This is an optimization exercise on Yosys and OpenROAD, whose aim is small area, not a production implementation. Only simulation tests tie the RTL to the original design; equivalence was not proved. The flow treats the clock pin as an ideal source. Dropping or thinning the clock tree relies on that and would not hold on a real chip.

Design rhythm_game_top, start of the top module:
module rhythm_game_top (
	input  wire        max10_clk1_50,
	input  wire        arst_n,
	input  wire        frame_tick,
	input  wire  [7:0] keycode,
	output logic [1:0] state,
	output logic [3:0] lane_hit,
	output logic [3:0] lane_miss,
	output logic [7:0] hit_count,
	output logic [7:0] miss_count,
	output logic [7:0] combo
);
For scale: roughly 330 cells after synthesis, roughly 45 I/O pins, roughly 2800 µm² of cells after synthesis.
export LEC_CHECK = 0
export ABC_AREA = 1
export CAP_MARGIN = 0
export CORE_MARGIN = 2
export CORE_UTILIZATION = 60
export SLEW_MARGIN = 0
create_clock -name core_clock -period 5.0 [get_ports {max10_clk1_50}]
standard.sh (not shown) runs the stock make flow with config.mk's settings and CLKGATE_MAP_FILE= SYNTH_SCRIPT=/design/flow/synth_recipe.tcl, a recipe that flattens the netlist after the stock synthesis.
==> flow/flow/run.sh <==
#!/bin/bash
# The standard layout (standard.sh) with three changes:
#  - synthesis leaves adders to ABC (no extract_fa) and maps the
#    combinational logic with several area-only ABC scripts (flow/abc_*.script),
#    keeping the smallest result; everything else in synthesis, the
#    registers included, is the standard flow's own synthesis script, unchanged
#  - port buffers use the smallest buffer cell
#  - the clock tree uses clkbuf_4 and no dummy loads, and is then replaced
#    (flow/clock_buffers.tcl, run as ORFS's POST_CTS_TCL hook) by two
#    clkbuf_16 fed by the clock port, one for each half of the registers
# The full make output goes to flow_make.log in this folder.
set -euo pipefail
here=$PWD
orig=$(grep -o 'SYNTH_SCRIPT=[^ ]*' standard.sh | head -1 | cut -d= -f2)
cat > flow_synth.tcl <<TCL
proc extract_fa {args} {
  puts "extract_fa skipped"
}
# Map the combinational logic with each of the area-oriented ABC scripts in
# flow/ and keep the smallest result (liberty area of the whole design); the
# registers are mapped before this step and are not touched by it.
proc abc {args} {
  set i [lsearch \$args -script]
  set lib [lindex \$args [expr {[lsearch \$args -liberty] + 1}]]
  set best_area 1e12
  set best ""
  yosys design -save pre_abc
  foreach sc [lsort [glob $here/flow/abc_*.script]] {
    yosys design -load pre_abc
    set a \$args
    lset a [expr {\$i + 1}] \$sc
    yosys abc {*}\$a
    yosys tee -q -o $here/abc_stat.txt stat -liberty \$lib
    set fh [open $here/abc_stat.txt r]
    set txt [read \$fh]
    close \$fh
    regexp {Chip area for module[^:]*:\s*([0-9.]+)} \$txt -> area
    puts "ABC script [file tail \$sc]: area \$area"
    if { \$area < \$best_area } {
      set best_area \$area
      set best \$sc
      yosys design -save best_abc
    }
  }
  yosys design -load best_abc
  puts "ABC script chosen: [file tail \$best] (area \$best_area)"
}
source $orig
TCL
sed "s#SYNTH_SCRIPT=[^ ]*#SYNTH_SCRIPT=$here/flow_synth.tcl#" standard.sh > flow_standard.sh
export SKIP_REPAIR_TIE_FANOUT=1
export BUFFER_PORTS_ARGS="-buffer_cell sky130_fd_sc_hd__buf_1"
export POST_CTS_TCL=$here/flow/clock_buffers.tcl
export KBUF_N=2
export KBUF_CELL=sky130_fd_sc_hd__clkbuf_16
export CTS_ARGS="-sink_clustering_enable -repair_clock_nets -dont_use_dummy_load -buf_list sky130_fd_sc_hd__clkbuf_4"
bash flow_standard.sh finish > flow_make.log 2>&1
Other scripts of this flow, unchanged in this note and not shown: flow/flow/abc_E.script, flow/flow/abc_I.script, flow/flow/abc_M.script, flow/flow/abc_P.script, flow/flow/abc_Q.script, flow/flow/abc_S.script, flow/flow/abc_U.script, flow/flow/abc_V.script, flow/flow/abc_W.script, flow/flow/abc_X.script, flow/flow/clock_buffers.tcl
The first run finished clean.
Edit:
--- a/flow/flow/run.sh
+++ b/flow/flow/run.sh
@@ -30,5 +30,8 @@
     set a \$args
     lset a [expr {\$i + 1}] \$sc
-    yosys abc {*}\$a
+    if { [catch { yosys abc {*}\$a } err] } {
+      puts "ABC script [file tail \$sc] failed: \$err"
+      continue
+    }
     yosys tee -q -o $here/abc_stat.txt stat -liberty \$lib
     set fh [open $here/abc_stat.txt r]
==> flow/flow/abc_A3.script (new file) <==
strash
balance -l
 resub -K 6 -l
 rewrite -l
 resub -K 6 -N 2 -l
 refactor -l
 resub -K 8 -l
 balance -l
 resub -K 8 -N 2 -l
 rewrite -l
 resub -K 10 -l
 rewrite -z -l
 resub -K 10 -N 2 -l
 balance -l
 resub -K 12 -l
 refactor -z -l
 resub -K 12 -N 2 -l
 rewrite -z -l
 balance -l
balance -l
 resub -K 6 -l
 rewrite -l
 resub -K 6 -N 2 -l
 refactor -l
 resub -K 8 -l
 balance -l
 resub -K 8 -N 2 -l
 rewrite -l
 resub -K 10 -l
 rewrite -z -l
 resub -K 10 -N 2 -l
 balance -l
 resub -K 12 -l
 refactor -z -l
 resub -K 12 -N 2 -l
 rewrite -z -l
 balance -l
dch -f
amap
topo
==> flow/flow/abc_DS0.script (new file) <==
strash
&get -n
&deepsyn -T 5 -S 0
&put
&get -n
&dch -f
&nf -R 1000
&put
topo
==> flow/flow/abc_DS1.script (new file) <==
strash
&get -n
&deepsyn -T 5 -S 1
&put
&get -n
&dch -f
&nf -R 1000
&put
topo
==> flow/flow/abc_DS2.script (new file) <==
strash
&get -n
&deepsyn -T 5 -S 2
&put
&get -n
&dch -f
&nf -R 1000
&put
topo
==> flow/flow/abc_DS3.script (new file) <==
strash
&get -n
&deepsyn -T 5 -S 3
&put
&get -n
&dch -f
&nf -R 1000
&put
topo
==> flow/flow/abc_V6.script (new file) <==
strash
balance -l
 resub -K 6 -l
 rewrite -l
 resub -K 6 -N 2 -l
 refactor -l
 resub -K 8 -l
 balance -l
 resub -K 8 -N 2 -l
 rewrite -l
 resub -K 10 -l
 rewrite -z -l
 resub -K 10 -N 2 -l
 balance -l
 resub -K 12 -l
 refactor -z -l
 resub -K 12 -N 2 -l
 rewrite -z -l
 balance -l
&get -n
&dch
&nf -R 1000
&put
topo
Result: Die area drops by 1.7%; fmax drops by 2.3%; utilization increases by 1.9 points.
Edit:
==> flow/flow/abc_DA0.script (new file) <==
strash
&get -n
&deepsyn -T 5 -S 0
&put
dch -f
amap
topo
==> flow/flow/abc_DA1.script (new file) <==
strash
&get -n
&deepsyn -T 5 -S 1
&put
dch -f
amap
topo
==> flow/flow/abc_DA5.script (new file) <==
strash
&get -n
&deepsyn -T 5 -S 5
&put
dch -f
amap
topo
==> flow/flow/abc_DC0.script (new file) <==
strash
&get -n
&deepsyn -T 5 -S 0
&put
balance -l
 resub -K 6 -l
 rewrite -l
 resub -K 6 -N 2 -l
 refactor -l
 resub -K 8 -l
 balance -l
 resub -K 8 -N 2 -l
 rewrite -l
 resub -K 10 -l
 rewrite -z -l
 resub -K 10 -N 2 -l
 balance -l
 resub -K 12 -l
 refactor -z -l
 resub -K 12 -N 2 -l
 rewrite -z -l
 balance -l
dch -f
amap
topo
==> flow/flow/abc_DC1.script (new file) <==
strash
&get -n
&deepsyn -T 5 -S 1
&put
balance -l
 resub -K 6 -l
 rewrite -l
 resub -K 6 -N 2 -l
 refactor -l
 resub -K 8 -l
 balance -l
 resub -K 8 -N 2 -l
 rewrite -l
 resub -K 10 -l
 rewrite -z -l
 resub -K 10 -N 2 -l
 balance -l
 resub -K 12 -l
 refactor -z -l
 resub -K 12 -N 2 -l
 rewrite -z -l
 balance -l
dch -f
amap
topo
The new run went through all stages and came out clean.
Utilization rises by 0.23 points.
Final cell count rises by a few percent.
Sequential share of layout area went down by 0.16 points.
Register-to-register slack is worse by 260 ps.
Clock skew fell by 9.9 ps.
Critical path depth went up by 2.
No run of this note takes its clock network from TritonCTS; it comes from the design's own scripts or RTL.

## port drivers added, routing unchanged
How much do the figures lean on ideal ports? The routed layouts below were timed once more, with nothing changed but the port constraints. Step 1, drivers: a clkbuf_16 drives max10_clk1_50 and a buf_2 each remaining input, both assumed. Step 2 also shifts input and output timing later by t, the mid clock arrival at the registers, as if the neighbouring blocks saw the same clock. Slacks: ideal ports / drivers / drivers and shift; pairs: ideal ports / drivers.
run	shift t [ns]	slack for setup (ns)	hold WS [ns]
the first run	0.217	1.259 / 1.259 / 1.259	0.378 / 0.378 / 0.378
the second run	0.217	1.170 / 1.170 / 1.170	0.398 / 0.398 / 0.398
the third run	0.215	0.908 / 0.908 / 0.908	0.382 / 0.382 / 0.382
After both steps setup and hold are still met in every run listed.
